Context: an optimization exercise on an open-source flow, tuned for small area and a short achievable clock period. The choices shown serve that exercise and are no tape-out recipe.
Only simulation tests tie the RTL to the original design; equivalence was not proved.
Power and IR drop assume default switching activity.

--- flow/design.v ---
`default_nettype none
package rob_pkg;
    typedef logic [3-1:0] rob_id_t;
    typedef logic [16-1:0] rob_data_t;
    typedef struct packed {
        logic      completed;
        rob_data_t data;
    } rob_entry_t;
    typedef struct packed {
        rob_id_t   id;
        rob_data_t data;
    } rob_commit_t;
    function automatic rob_id_t id_next(input rob_id_t id);
        logic carry;
        carry = 1'b1;
        for (int i = 0; i < 3; i++) begin
            id_next[i] = id[i] ^ carry;
            carry      = carry & id[i];
        end
    endfunction
endpackage
`default_nettype wire
`timescale 1ns/10ps
`default_nettype none
module rob_memory (
    input  wire logic                                 clk_i,
    input  wire logic                                 rst_ni,
    input  wire logic [4-1:0]             wr_valid_i,
    input  wire logic [4*3-1:0]   wr_id_i,
    input  wire logic [4*16-1:0] wr_data_i,
    input  wire logic [8-1:0]                head_sel_i,
    input  wire logic                                 clear_i,
    output logic                                      head_done_o,
    output logic [8*16-1:0]         data_o
);
    logic [8-1:0] completed_q;
    logic [8-1:0] port_sel [4];
    logic [3:0]            port_lo  [4];
    logic [1:0]            port_hi  [4];
    for (genvar p = 0; p < 4; p++) begin : gen_dec
        rob_decode dec (
            .valid_i (wr_valid_i[p]),
            .id_i    (wr_id_i[p*3 +: 3]),
            .lo_o    (port_lo[p]),
            .hi_o    (port_hi[p]),
            .sel_o   (port_sel[p])
        );
    end
    for (genvar e = 0; e < 8; e++) begin : gen_entry
        logic [4-1:0] wr_sel;
        logic [4-1:0] wr_hi;
        logic [4-1:0] wr_lo;
        logic                     wr_any;
        rob_pkg::rob_data_t       data_q;
        rob_pkg::rob_data_t       data_d;
        for (genvar p = 0; p < 4; p++) begin : gen_port
            assign wr_sel[p] = port_sel[p][e];
            assign wr_hi[p]  = port_hi[p][e / 4];
            assign wr_lo[p]  = port_lo[p][e % 4];
        end
        rob_any wr_any_gate (
            .a_i   (wr_hi),
            .b_i   (wr_lo),
            .any_o (wr_any)
        );
        always_ff @(posedge clk_i) begin
            if (!rst_ni) begin
                completed_q[e] <= 1'b0;
            end else if (wr_any) begin
                completed_q[e] <= 1'b1;
            end else if (clear_i && head_sel_i[e]) begin
                completed_q[e] <= 1'b0;
            end
        end
        rob_select #(.N(4)) wr_mux (
            .sel_i  (wr_sel),
            .hold_i (completed_q[e]),
            .data_i (wr_data_i),
            .q_i    (data_q),
            .d_o    (data_d)
        );
        always_ff @(posedge clk_i) begin
            data_q <= data_d;
        end
        assign data_o[e*16 +: 16] = data_q;
    end
    assign head_done_o = |(completed_q & head_sel_i);
endmodule
module rob_select #(
    parameter int N = 4
) (
    input  wire logic [N-1:0]            sel_i,
    input  wire logic                    hold_i,
    input  wire logic [N*16-1:0] data_i,
    input  rob_pkg::rob_data_t           q_i,
    output rob_pkg::rob_data_t           d_o
);
    localparam int T = N + 1;
    localparam int G = (T + 2) / 3;
    logic [T-1:0]             sel;
    logic [T*16-1:0] data;
    rob_pkg::rob_data_t       grp_n [G];
    assign sel  = {sel_i, hold_i};
    assign data = {data_i, q_i};
    for (genvar g = 0; g < G; g++) begin : gen_grp
        localparam int K = (3*g + 3 <= T) ? 3 : T - 3*g;
        rob_aoi #(.K(K)) aoi (
            .sel_i  (sel[3*g +: K]),
            .data_i (data[3*g*16 +: K*16]),
            .y_no   (grp_n[g])
        );
    end
    always_comb begin
        d_o = '0;
        for (int g = 0; g < G; g++) begin
            d_o = d_o | ~grp_n[g];
        end
    end
endmodule
module rob_aoi #(
    parameter int K = 3
) (
    input  wire logic [K-1:0]             sel_i,
    input  wire logic [K*16-1:0] data_i,
    output rob_pkg::rob_data_t            y_no
);
    always_comb begin
        y_no = '1;
        for (int i = 0; i < K; i++) begin
            y_no = y_no & ~({16{sel_i[i]}} & data_i[i*16 +: 16]);
        end
    end
endmodule
module rob_decode (
    input  wire logic              valid_i,
    input  rob_pkg::rob_id_t       id_i,
    output logic [3:0]             lo_o,
    output logic [1:0]             hi_o,
    output logic [8-1:0]  sel_o
);
    logic [3:0] lo;
    logic [1:0] hi;
    assign lo_o = lo;
    assign hi_o = hi;
    rob_predecode predec (
        .valid_i (valid_i),
        .id_i    (id_i),
        .lo_o    (lo),
        .hi_o    (hi)
    );
    for (genvar e = 0; e < 8; e++) begin : gen_sel
        assign sel_o[e] = hi[e / 4] & lo[e % 4];
    end
endmodule
module rob_predecode (
    input  wire logic              valid_i,
    input  rob_pkg::rob_id_t       id_i,
    output logic [3:0]             lo_o,
    output logic [1:0]             hi_o
);
    for (genvar k = 0; k < 4; k++) begin : gen_lo
        assign lo_o[k] = (id_i[1:0] == 2'(k));
    end
    assign hi_o[0] = valid_i & ~id_i[2];
    assign hi_o[1] = valid_i &  id_i[2];
endmodule
module rob_any (
    input  wire logic [4-1:0] a_i,
    input  wire logic [4-1:0] b_i,
    output logic                          any_o
);
    assign any_o = |(a_i & b_i);
endmodule
`default_nettype wire
`timescale 1ns/10ps
`default_nettype none
module retire_stage (
    input  wire logic clk_i,
    input  wire logic rst_ni,
    input  wire logic issue_valid_i,
    output logic      issue_ready_o,
    output logic      issue_id_valid_o,
    output rob_pkg::rob_id_t   issue_id_o,
    input  wire logic issue_id_ready_i,
    input  wire logic [4-1:0]             retire_valid_i,
    input  wire logic [4*3-1:0]   retire_id_i,
    input  wire logic [4*16-1:0] retire_data_i,
    output logic      commit_valid_o,
    output rob_pkg::rob_id_t   commit_id_o,
    output rob_pkg::rob_data_t commit_data_o,
    input  wire logic commit_ready_i
);
    rob_pkg::rob_id_t   last_id_q;    
    rob_pkg::rob_id_t   prev_head_q;  
    rob_pkg::rob_id_t   head_id;
    rob_pkg::rob_id_t   last_id_inc;
    logic               full_d;
    logic               not_full_q;    
    logic               issue_busy_q;  
    logic               issue_valid_d;
    logic               issue_valid_q;
    logic               issue_in_ready;
    logic               alloc;
    logic               commit_valid_q;
    logic               commit_in_ready;
    logic               head_done;
    logic               head_ready;
    logic               pop;
    logic [8-1:0] head_sel;
    logic [8-1:0] load_sel;
    logic [8*16-1:0] mem_data;
    rob_pkg::rob_data_t commit_data_d;
    rob_pkg::rob_data_t commit_data_q;
    assign issue_in_ready = ~issue_valid_q | issue_id_ready_i;
    rob_ready_gate issue_ready_gate (
        .busy_i  (issue_busy_q),
        .avail_i (not_full_q),
        .ready_i (issue_id_ready_i),
        .ready_o (issue_ready_o)
    );
    assign alloc          = issue_valid_i & issue_ready_o;
    assign head_id     = rob_pkg::id_next(prev_head_q);
    assign last_id_inc = rob_pkg::id_next(last_id_q);
    for (genvar e = 0; e < 8; e++) begin : gen_head
        assign head_sel[e] = (head_id == rob_pkg::rob_id_t'(e));
    end
    rob_memory rob_memory0 (
        .clk_i       (clk_i),
        .rst_ni      (rst_ni),
        .wr_valid_i  (retire_valid_i),
        .wr_id_i     (retire_id_i),
        .wr_data_i   (retire_data_i),
        .head_sel_i  (head_sel),
        .clear_i     (pop),
        .head_done_o (head_done),
        .data_o      (mem_data)
    );
    assign head_ready      = head_done;
    assign commit_in_ready = ~commit_valid_q | commit_ready_i;
    assign pop             = head_ready & commit_in_ready;
    always_comb begin
        full_d = ~not_full_q;
        if (alloc && !pop) begin
            full_d = (last_id_inc == prev_head_q);
        end else if (pop && !alloc) begin
            full_d = 1'b0;
        end
    end
    assign issue_valid_d = issue_in_ready ? alloc : issue_valid_q;
    always_ff @(posedge clk_i) begin
        if (!rst_ni) begin
            last_id_q      <= '1;
            prev_head_q    <= '1;
            not_full_q     <= 1'b1;
            issue_busy_q   <= 1'b0;
            issue_valid_q  <= 1'b0;
            commit_valid_q <= 1'b0;
        end else begin
            if (alloc) begin
                last_id_q <= last_id_inc;
            end
            if (pop) begin
                prev_head_q <= head_id;
            end
            not_full_q    <= ~full_d;
            issue_busy_q  <= full_d | issue_valid_d;
            issue_valid_q <= issue_valid_d;
            if (commit_in_ready) begin
                commit_valid_q <= head_ready;
            end
        end
    end
    assign load_sel = head_sel & {8{commit_in_ready}};
    rob_select #(.N(8)) commit_mux (
        .sel_i  (load_sel),
        .hold_i (~commit_in_ready),
        .data_i (mem_data),
        .q_i    (commit_data_q),
        .d_o    (commit_data_d)
    );
    always_ff @(posedge clk_i) begin
        commit_data_q <= commit_data_d;
    end
    assign issue_id_valid_o = issue_valid_q;
    assign issue_id_o       = last_id_q;
    assign commit_valid_o   = commit_valid_q;
    assign commit_id_o      = prev_head_q;
    assign commit_data_o    = commit_data_q;
endmodule
module rob_ready_gate (
    input  wire logic busy_i,
    input  wire logic avail_i,
    input  wire logic ready_i,
    output logic      ready_o
);
    logic avail_ready_n;
    rob_nand2 nand_in  (.a_i(avail_i), .b_i(ready_i),       .y_o(avail_ready_n));
    rob_nand2 nand_out (.a_i(busy_i),  .b_i(avail_ready_n), .y_o(ready_o));
endmodule
module rob_nand2 (
    input  wire logic a_i,
    input  wire logic b_i,
    output logic      y_o
);
    assign y_o = ~(a_i & b_i);
endmodule
`default_nettype wire
--- flow/flow/run.sh ---
#!/bin/bash
# Layout flow: the standard flow (standard.sh) with three changes
#  - logic is mapped by ABC with an area-oriented script (flow/abc_area.script);
#    flip-flops are mapped before ABC, so the registers are the standard ones
#  - the port buffers are plain buf_1 cells
#  - clock tree synthesis adds no dummy load cells
# Each tool's output goes to the log files ORFS writes under orfs/logs, and
# the whole run's output to flow_run.log here.
set -euo pipefail
here=$(pwd)
{
  printf 'proc abc {args} {\n'
  printf '  set i [lsearch $args -script]\n'
  printf '  if {$i >= 0} { lset args [expr {$i + 1}] %s }\n' "$here/flow/abc_area.script"
  printf '  yosys abc {*}$args\n'
  printf '}\n'
  cat "$here/synth_recipe.tcl"
} > "$here/own_synth.tcl"
sed "s|SYNTH_SCRIPT=[^ ]*|SYNTH_SCRIPT=$here/own_synth.tcl|" standard.sh > own_standard.sh
grep -q "SYNTH_SCRIPT=$here/own_synth.tcl" own_standard.sh
export BUFFER_PORTS_ARGS="-buffer_cell sky130_fd_sc_hd__buf_1"
export CTS_ARGS="-sink_clustering_enable -repair_clock_nets -dont_use_dummy_load -buf_list {sky130_fd_sc_hd__clkbuf_2 sky130_fd_sc_hd__clkbuf_4 sky130_fd_sc_hd__clkbuf_8}"
bash own_standard.sh finish > flow_run.log 2>&1
--- flow/flow/abc_area.script ---
&get -n
&st
&dch
&nf -a
&put
--- flow/standard.sh ---
#!/bin/bash
# synth_recipe.tcl (not shown) runs the flow's synth.tcl, then flattens the netlist and writes it again
# the make line also repeats each setting of config.mk as NAME=value (left out here)
make -C /OpenROAD-flow-scripts/flow DESIGN_CONFIG=/design/flow/config.mk WORK_HOME=/design/flow/orfs CLKGATE_MAP_FILE= SYNTH_SCRIPT=/design/flow/synth_recipe.tcl "${@:-finish}"
--- flow/config.mk ---
export PLATFORM = sky130hd
export DESIGN_NAME = retire_stage
export DESIGN_NICKNAME = retire_stage
export VERILOG_FILES = /design/flow/design.v
export SDC_FILE = /design/flow/constraint.sdc
export NUM_CORES = 4
export LEC_CHECK = 0
export CAP_MARGIN = 20
export CORE_MARGIN = 2
export CORE_UTILIZATION = 30
export CTS_BUF_LIST = sky130_fd_sc_hd__clkbuf_2 sky130_fd_sc_hd__clkbuf_4 sky130_fd_sc_hd__clkbuf_8
export PLACE_DENSITY = 0.45
export SETUP_SLACK_MARGIN = 2.5
export SLEW_MARGIN = 20
export SYNTH_HIERARCHICAL = 1
--- flow/constraint.sdc ---
create_clock -name core_clock -period 4.5 [get_ports {clk_i}]
set_input_delay 0.9000 -clock core_clock [delete_from_list [all_inputs] [get_ports {clk_i}]]
set_output_delay 0.9000 -clock core_clock [all_outputs]
set_load 0.01 [all_outputs]
==> summary.txt, run 1 <==
- The analysis attributes to cell leakage a power of 3.51 nW.
- The worst setup path is captured at a flop.
- The number of antenna diodes in the final layout is 0.
- Sorting the synthesized cells by area gives the leading types as sky130_fd_sc_hd__dfxtp_1 43%, sky130_fd_sc_hd__a222oi_1 23%, sky130_fd_sc_hd__a22oi_1 15%.
- The total power divided by cell area is 402 nW/um^2.
- The average instance in the mapped netlist occupies 9.81 sq um.
- Among all cell types in the netlist, the one instantiated most often is sky130_fd_sc_hd__a222oi_1.
- The HPWL after detailed placement is 21.3 mm.
- The H-tree was split into 4 levels.
- At the end of the flow the core is filled with cells to 36.4%.
- The number of buffer cells added on primary ports is 109.
- The combined global-route utilization of all metal layers is 28.1%.
- The critical path class is flop to flop.
- The global-route congestion overflow total is 0.
- The commonest cells after synthesis are 176 x sky130_fd_sc_hd__a222oi_1, 162 x sky130_fd_sc_hd__dfxtp_1, 148 x sky130_fd_sc_hd__a22oi_1.
- The number of global-route vias before repair is 8121.
- The synthesized design contains 0 enable-type register cells.
- Of the cells placed in the final design, the portion with a size suffix greater than 1 is 10.9%.
- Counting the fill cells in the layout gives 2650.
- The maximum clock frequency is 457 MHz.
- The fraction of registers with async set/reset is 0%.
- After detailed routing, the total wire length is 38.0 mm.
- Across all layers, the routed design uses 8583 vias.
- In the routed layout, each cell is associated on average with a via count of 6.83.
- The clock skew after layout is 0.0271 ns.
- The largest net degree at the start of global routing is 27.
- Yosys mapped the design onto 22 distinct sky130hd cell types.
- The final layout contains 1019 nets.
- The library cell with the largest summed area after synthesis is sky130_fd_sc_hd__dfxtp_1.
- For the worst-skew pair, the clock arrives at the later sink with an insertion delay of 0.46 ns.
- The first-pass GRT wire length is 54.1 mm.
- The initial core utilization is 30.3%.
- The number of clock sinks is 162.
- The Yosys step of the flow raised 17 warnings.
- For this run, the leading register cell type out of synthesis is sky130_fd_sc_hd__dfxtp_1.
- The die is 163 um wide.
- The number of nets handed over by synthesis was 861.
- The register area share after synthesis is 42.9%.
- The arrival time reported for the critical path endpoint is 2.54 ns.
- The flip-flop and latch count after synthesis is 162.
- Clock tree synthesis selected as its root buffer the cell sky130_fd_sc_hd__clkbuf_8.
- In this run the worst path has a maximum fanout of 5.
- The startpoint type of the worst setup path is a flop.
- The final estimated routing congestion in global placement is 0.831.
- The number of rows in the core area is 58.
- In this run the remaining antenna-violating nets after routing total 0.
- The transition time at the pin with the least slew margin is 0.982 ns.
- The core region is 25000 sq um.
- The post-synthesis cell count is 770.
- The average wire per cell in the routed design is 30.2 um.
- After layout, the worst setup slack is 2.31 ns.
- The hold violation count in the final report is 0.
- For this run, design rule violations remaining after detail routing come to 0.
- The worst-case IR drop observed on VDD is 162 uV.
- The total count of max-transition violations in the final report is 0.
- Clock-pin slew was measured on the worst setup and hold paths at 0.09 ns.
- The detailed router finished its first iteration with 1753 violations.
- Setup repair after global routing could not meet its margin everywhere.
- The worst hold path belongs to the class flop to flop.
- The number of antenna violations at the first check in global routing is 0.
- The first-pass iteration count of the detailed router is 9.
- The die height is 163 um.
- The total setup violations reported at the end of the flow is 0.
- The tool flagged a number of max-cap violations equal to 0.
- The pre-CTS setup slack is 1.74 ns.
- In this run the tightest slew margin relative to its limit is 34.5%.
- The flow ran to the end and the layout has no timing, DRC or antenna violations.
- TritonCTS built the clock tree.
- Clock tree synthesis inserted a total of 17 buffers.
- The area share of the leading cell type in the synthesized netlist is 42.9%.
- For this design the top-level I/O count stands at 110.
- The die covers 26500 sq um.
- The cell area that synthesis handed to floorplanning was 7560 sq um.
- The final worst-path cycle share is 48.6%.
- After layout, the minimum clock period comes to 2.19 ns.
- At the worst endpoint, the required time is 4.85 ns.
- For the final routed database, the setup TNS stands at 0 ns.
- The area growth from synthesis to layout is 20.2%.
- The maximum buffer depth of the clock tree is 2.
-- per-module statistics from Yosys, one instance, submodules excluded, excerpt --
module	copies in the design	cell area, sq um	cells inside
rob_any	8	18.8	3
retire_stage	1	896	83
rob_memory	1	2880	157
rob_decode	4	50.0	8
rob_nand2	2	3.75	1
rob_predecode	4	35.0	6
-- flip-flops by register name (all words and copies together), names as in the netlist --
name / flops
commit_data_q: 16
rob_memory0.gen_entry.data_q: 128
last_id_q: 3
issue_busy_q: 1
issue_valid_q: 1
rob_memory0.completed_q: 8
prev_head_q: 3
not_full_q: 1
commit_valid_q: 1
-- layout by cell type, fill, tap and decap left out, types with 8 or more instances in the layout --
| cell | Yosys | final |
|---|---|---|
| sky130_fd_sc_hd__o21a_1 | 8 | 8 |
| sky130_fd_sc_hd__nand3_1 | 19 | 19 |
| sky130_fd_sc_hd__nor2b_1 | 25 | 18 |
| sky130_fd_sc_hd__buf_6 | 0 | 9 |
| sky130_fd_sc_hd__buf_1 | 0 | 106 |
| sky130_fd_sc_hd__a222oi_1 | 176 | 176 |
| sky130_fd_sc_hd__and2_0 | 44 | 11 |
| sky130_fd_sc_hd__buf_4 | 0 | 21 |
| sky130_fd_sc_hd__nand2_1 | 147 | 146 |
| sky130_fd_sc_hd__and2_2 | 0 | 24 |
| sky130_fd_sc_hd__clkbuf_8 | 0 | 17 |
| sky130_fd_sc_hd__dfxtp_1 | 162 | 156 |
| sky130_fd_sc_hd__a22oi_1 | 148 | 147 |
-- what timing repair did --
| item | 4_1_cts | 5_1_grt |
|---|---|---|
| endpoints found under the hold margin | 0 | 0 |
| pin swaps | 6 | 4 |
| gates cloned | 1 | 0 |
| resized for setup | 64 | 18 |
| setup buffers | 7 | 4 |
| endpoints found under the setup margin | 159 | 56 |
| hold buffers | 0 | 0 |
-- through the flow --
step | std cells | area (sq um) | hold slack [ns] | power, mW
2_1_floorplan | 770 | 7590 | 0.448 | 2.21
3_3_place_gp | 1227 | 8550 | 0.469 | 2.69
3_5_place_dp | 1227 | 8550 | 0.474 | 2.69
4_1_cts | 1252 | 9000 | 0.479 | 3.61
5_1_grt | 1256 | 9080 | 0.505 | 3.80
6_report | 1256 | 9080 | 0.484 | 3.65
-- worst max-delay path, stage by stage (launching register included) --
cell	delay, ns
sky130_fd_sc_hd__dfxtp_4	0.39
sky130_fd_sc_hd__ha_4	0.18
sky130_fd_sc_hd__xor2_4	0.25
sky130_fd_sc_hd__nor2b_1	0.13
sky130_fd_sc_hd__a22oi_1	0.17
sky130_fd_sc_hd__nand4_1	0.22
sky130_fd_sc_hd__nand2b_4	0.17
sky130_fd_sc_hd__clkinv_8	0.06
sky130_fd_sc_hd__maj3_2	0.30
sky130_fd_sc_hd__a211o_1	0.23
-- path summary, 6_finish.rpt --
check                                                   startpoint                to  slack, ns  cells past startpoint
worst max-delay path                                prev_head_q[0]        not_full_q       2.31                      9
worst min-delay path            rob_memory0.gen_entry[1].data_q[7]  commit_data_q[7]       0.48                      2
worst max register to register                      prev_head_q[0]        not_full_q       2.31                      9
worst min register to register  rob_memory0.gen_entry[1].data_q[7]  commit_data_q[7]       0.48                      2
-- layout make-up --
type	count	area (sq um)	area share, %
Clock buffer	17	234	2.58
Tap cell	330	413	4.55
Inverter	4	27.5	0.303
Timing Repair Buffer	138	682	7.51
Sequential cell	162	3260	35.9
Multi-Input combinational cell	605	4460	49.2
-- power breakdown --
| group | switching, mW | total, mW | leakage (nW) | internal [mW] |
|---|---|---|---|---|
| Sequential | 0.146 | 1.75 | 1.34 | 1.60 |
| Clock | 0.498 | 0.832 | 0.122 | 0.334 |
| Combinational | 0.683 | 1.06 | 2.05 | 0.381 |
-- layer usage --
layer	vias up	track usage, %	share of wire [%]
met5	-	0	0
met4	0	9.61	3.0
met3	75	5.98	11
met2	552	43.0	44
met1	4261	39.2	42
li1	3695	-	-
-- kinds of logic (layout without fill, tap and decap cells) --
kind of cell,count (synthesis),count (layout),share of synthesized area (%)
adders and majority gates,7,7,1.13
and+or+nand+nor,245,245,14.9
DFF,162,162,42.9
AOI/OAI and AO/OA,346,346,40.2
xor gates and xnor gates,6,7,0.696
buffers and inverters,4,159,0.199
==> run 2, diff against run 1 <==
--- a/flow/config.mk
+++ b/flow/config.mk
@@ -12,3 +12,3 @@
 export PLACE_DENSITY = 0.45
-export SETUP_SLACK_MARGIN = 2.5
+export SETUP_SLACK_MARGIN = 2.6
 export SLEW_MARGIN = 20
==> run 2 against run 1 <==
Still clean on timing, DRC and antenna. Clock power about the same. Die area unchanged. Worst setup slack better by 0.016 ns. First-iteration DRC count down 8.2%. Largest cell class unchanged.
==> summary.txt, run 2 <==
- After detailed placement, the design holds a cell count of 1220.
- The most frequently used flop master after synthesis is sky130_fd_sc_hd__dfxtp_1.
- Data on the critical path is required at its endpoint by 4.85 ns.
- In the finished design, the share of the clock period the worst path needs comes to 48.2%.
- The CTS clock-pin slew for the worst setup and hold paths is 0.09 ns.
- The largest register by flop count is rob_memory0.gen_entry.data_q.
- The number of clock sinks is 162.
- The area share of the leading cell type in the synthesized netlist is 42.9%.
- Of the cells placed in the final design, the portion with a size suffix greater than 1 is 18.3%.
- The filler cells instantiated in the layout total 2562.
- The number of antenna violations at the first check in global routing was 0.
- After global routing the overflow that remains totals 0.
- The number of top-level pins is 110.
- The slack of the worst reg-to-reg path is 2.33 ns.
- The number of maximum-capacitance violations is 0.
- Once the floorplan was initialized, standard cells occupied 30.3% of the core.
- Sequential elements use 42.9% of the synthesized area.
- In the detailed route, the total length drawn on met3 is 4.20 mm.
- The commonest non-fill, non-tap cell in the layout is sky130_fd_sc_hd__a222oi_1.
- The combined global-route utilization of all metal layers is 28.6%.
- The number of non-filler instances in the completed layout is 1272.
- The highest metal layer carrying signal wires in the routed design is met4.
- The CTS tree is done.
- The synthesized area per cell is 9.81 sq um.
- The min-delay analysis places its worst path in the category flop to flop.
- The total clock buffers created by CTS is 17.
- At the end of routability-driven placement, the weighted congestion stood at 0.832.
- The critical register-to-register path startpoint is prev_head_q[0].
- The average wire per cell in the routed design is 30.4 um.
- CTS built an H-tree with a depth of 4.
- The hold violation count in the final report came to 0.
- In this run the core area contains 58 standard-cell rows.
- The end of the critical path is not_full_q.
- The worst setup path is captured at a flop.
- The largest single stage delay on the critical path is 0.38 ns.
- The net count of the finished layout is 1035.
- The floorplan step defined a die boundary enclosing 26500 sq um.
- The count of unresolved DRC violations after routing is 0.
- The worst setup path is launched from a flop.
- The register with the most flip-flops in the layout has 128 of them.
- The final antenna diode count is 0.
- Tracing the worst setup path back leads to its startpoint at prev_head_q[0].
- The clock network latency to the later pin of the worst-skew pair is 0.46 ns.
- By count the netlist is led by 176 x sky130_fd_sc_hd__a222oi_1, 162 x sky130_fd_sc_hd__dfxtp_1, 148 x sky130_fd_sc_hd__a22oi_1.
- The die height is 163 um.
- The number of nets in the synthesized netlist is 861.
- Across the VDD grid, the largest voltage drop is 226 uV.
- In this run the tightest slew margin relative to its limit is 50.3%.
- The chip width is 163 um.
- The first global-routing pass estimated 55.1 mm of wire.
- The routed via count is 8685.
- The first TritonRoute pass finished after 8 iterations.
- The slack of the critical path is 2.33 ns.
- The detail route stage leaves a number of antenna-violating nets equal to 0.
- The post-synthesis cell type count is 22.
- The total count of max-transition violations in the final report came to 0.
- The post-synthesis share of cell area spent on full adders, half adders and majority gates is 1.13%.
- The maximum fanout along the worst path is 4.
- The run finished with no timing, DRC or antenna violations.
- The first-iteration detailed-routing DRC count is 1610.
- The maximum clock frequency is 461 MHz.
- For the final database, setup skew stands at 0.0288 ns.
- Setup violations remaining at the end of the flow were counted as 0.
- The xor/xnor cell area share of the yosys netlist is 0.695%.
- Synthesis produced 770 cells.
- The clock passes through at most 2 buffers.
- Once detailed placement completed, the half-perimeter wirelength came to 21.0 mm.
- In this run the static leakage power is 3.75 nW.
- Among cell families on the critical path, the largest total delay comes from simple AND/OR/NAND/NOR gates.
- Dividing total power by cell area gives a power density of 418 nW/um^2.
- The number of hold buffers added after cts is 0.
- The cell area after layout is 9470 sq um.
- Measured in cells, the most critical reg-to-reg path has a length of 9.
- In the final layout, the registers with the most flip-flops are rob_memory0.gen_entry.data_q: 128 flops, commit_data_q: 16 flops, rob_memory0.completed_q: 8 flops.
- The transition time at the pin with the least slew margin is 0.745 ns.
- The fraction of registers with async set/reset is 0%.
- The buffers plus inverters on the worst setup path is 1.
- During placement, the flow inserted port buffers numbering 109.
- The multiplexer fraction of the synthesized cell area is 0%.
- The core box area is 25000 sq um.
- The synthesized netlist devotes 14.9% of its cell area to simple gates.
- The largest net degree at the start of global routing is 19.
- Sorting the synthesized cells by area gives the leading types as sky130_fd_sc_hd__dfxtp_1 43%, sky130_fd_sc_hd__a222oi_1 23%, sky130_fd_sc_hd__a22oi_1 15%.
- The cell area after synthesis is 7560 sq um.
- The slowest stage of the critical path belongs to the cell sky130_fd_sc_hd__dfxtp_4.
- The critical path goes through ha_4 -> xor2_2 -> and2_4 -> a22oi_2 -> nand4_1 -> nand2b_4 -> clkinv_8 -> maj3_2 -> a211o_1.
- The pre-CTS setup slack is 1.66 ns.
- The setup TNS is 0 ns.
- The number of global-route vias before repair is 8293.
- Hold is met by 0.483 ns.
- The critical path is of the flop to flop type.
- Setup repair after global routing could not meet its margin everywhere.
- After synthesis the netlist holds a flip-flop and latch count of 162.
- The combinational family with the most area after synthesis is compound AO/OA/AOI/OAI gates.
- The destination of the worst register-to-register timing path is not_full_q.
- The count of synthesis-stage warnings from yosys is 17.
- By instance count, the leading cell after synthesis is sky130_fd_sc_hd__a222oi_1.
- The total stage count of the critical path is 9.
- From synthesis to final layout, the design area changed by 25.3%.
- The number of flops mapped to enable cells by yosys is 0.
- Leaving out fill and tap cells, the most frequent cells in the layout are 176 x sky130_fd_sc_hd__a222oi_1, 144 x sky130_fd_sc_hd__nand2_1, 144 x sky130_fd_sc_hd__a22oi_1.
- The vias per cell is 6.83.
- The time the worst path needs with I/O delays and setup is 2.17 ns.
- In the detailed route, the total length drawn on met2 is 16.8 mm.
- In the final routing, the length of wire on met1 measures 16.0 mm.
- The area fraction in compound gates after synthesis is 40.2%.
- Summed over all instances, the cell type with the most area after synthesis is sky130_fd_sc_hd__dfxtp_1.
- After detailed routing, the total wire length is 38.6 mm.
- For the worst setup path, the data arrival time is 2.52 ns.
- The standard cell area after detailed placement is 8520 sq um.
- Clock tree synthesis selected as its root buffer the cell sky130_fd_sc_hd__clkbuf_8.
-- run 2: logic make-up (layout without fill, tap and decap cells) --
logic type      Yosys count  in the layout
xor+xnor                  6              7
simple gates            245            247
buf+inv                   4            173
fa+ha+maj                 7              7
compound gates          346            346
flops                   162            162
-- run 2: report_power, final --
group,leakage (nW),internal (mW),switching [mW]
clock,0.122,0.334,0.495
sequential,1.34,1.61,0.155
combinational,2.28,0.582,0.781
total,3.75,2.53,1.43
-- run 2: metal layers --
layer  track usage (%)  vias to the layer above
li1                  -                     3728
met1              39.5                     4259
met2              42.7                      593
met3              6.49                      105
met4              12.5                        0
met5                 0                        -
-- run 2: per-module statistics from Yosys, one instance, submodules excluded, a selection --
module | cells | times used | cell area (sq um)
rob_memory | 157 | 1 | 2880
retire_stage | 83 | 1 | 896
rob_decode | 8 | 4 | 50.0
rob_predecode | 6 | 4 | 35.0
rob_any | 3 | 8 | 18.8
rob_nand2 | 1 | 2 | 3.75
-- run 2: timing repair --
| action | CTS | global route |
|---|---|---|
| pin swaps | 14 | 18 |
| gates cloned | 4 | 1 |
| buffers inserted | 22 | 8 |
| endpoints found under the setup margin | 174 | 101 |
| resized for setup | 97 | 60 |
-- run 2: final cells by class --
cell class | instances | area (sq um) | share of cell area (%)
Multi-Input combinational cell | 607 | 4580 | 48.4
Tap cell | 330 | 413 | 4.36
Timing Repair Buffer | 152 | 932 | 9.85
Sequential cell | 162 | 3280 | 34.7
Inverter | 4 | 27.5 | 0.291
Clock buffer | 17 | 234 | 2.47
-- run 2: how the worst min path moves through the flow --
stage                                         from                end  slack (ns)  cells after the start
2_1_floorplan   rob_memory0.gen_entry[1].data_q[0]   commit_data_q[0]        0.45                      2
3_3_place_gp   rob_memory0.gen_entry[1].data_q[13]  commit_data_q[13]        0.47                      2
3_5_place_dp   rob_memory0.gen_entry[1].data_q[10]  commit_data_q[10]        0.48                      2
4_1_cts         rob_memory0.gen_entry[1].data_q[5]   commit_data_q[5]        0.48                      2
5_1_grt         rob_memory0.gen_entry[1].data_q[5]   commit_data_q[5]        0.50                      2
6_report        rob_memory0.gen_entry[1].data_q[9]   commit_data_q[9]        0.48                      2
-- run 2: through the flow --
stage | utilization, % | power (mW)
finish | 37.9 | 3.96
global route | 37.9 | 4.12
CTS | 37.0 | 3.76
detailed placement | 34.1 | 2.69
global placement | 34.1 | 2.70
floorplan | - | 2.22
-- run 2: tightest hold or removal path, stage by stage (launching register included) --
cell,delay [ns]
sky130_fd_sc_hd__dfxtp_1,0.34
sky130_fd_sc_hd__a222oi_1,0.07
sky130_fd_sc_hd__nand3_1,0.07

## port drivers added, routing unchanged
No port has a modelled driver above. Below, the same layouts with a new extraction and two added sets of constraints.
Step 1: set_driving_cell puts a clkbuf_16 on clk_i and a buf_2 on each other input, an assumption about the parent block.
Step 2 times the ports against the registers' clock, not the clock port: input delays grow and output delays shrink by t, the midpoint of the rising clock arrivals with the driver on.
Slacks: ideal ports / drivers / drivers and shift; pairs: ideal ports / drivers.
run	shift t [ns]	setup slack, ns	worst data-port slew with drivers (ns)
run 1	0.495	2.314 / 2.314 / 2.095	0.04
run 2	0.490	2.330 / 2.330 / 2.121	0.04
After both steps every run listed still meets setup and hold. For run 1, which loses most, drivers alone change the setup slack by 0.000 ns; drivers and shift together by -0.219 ns.
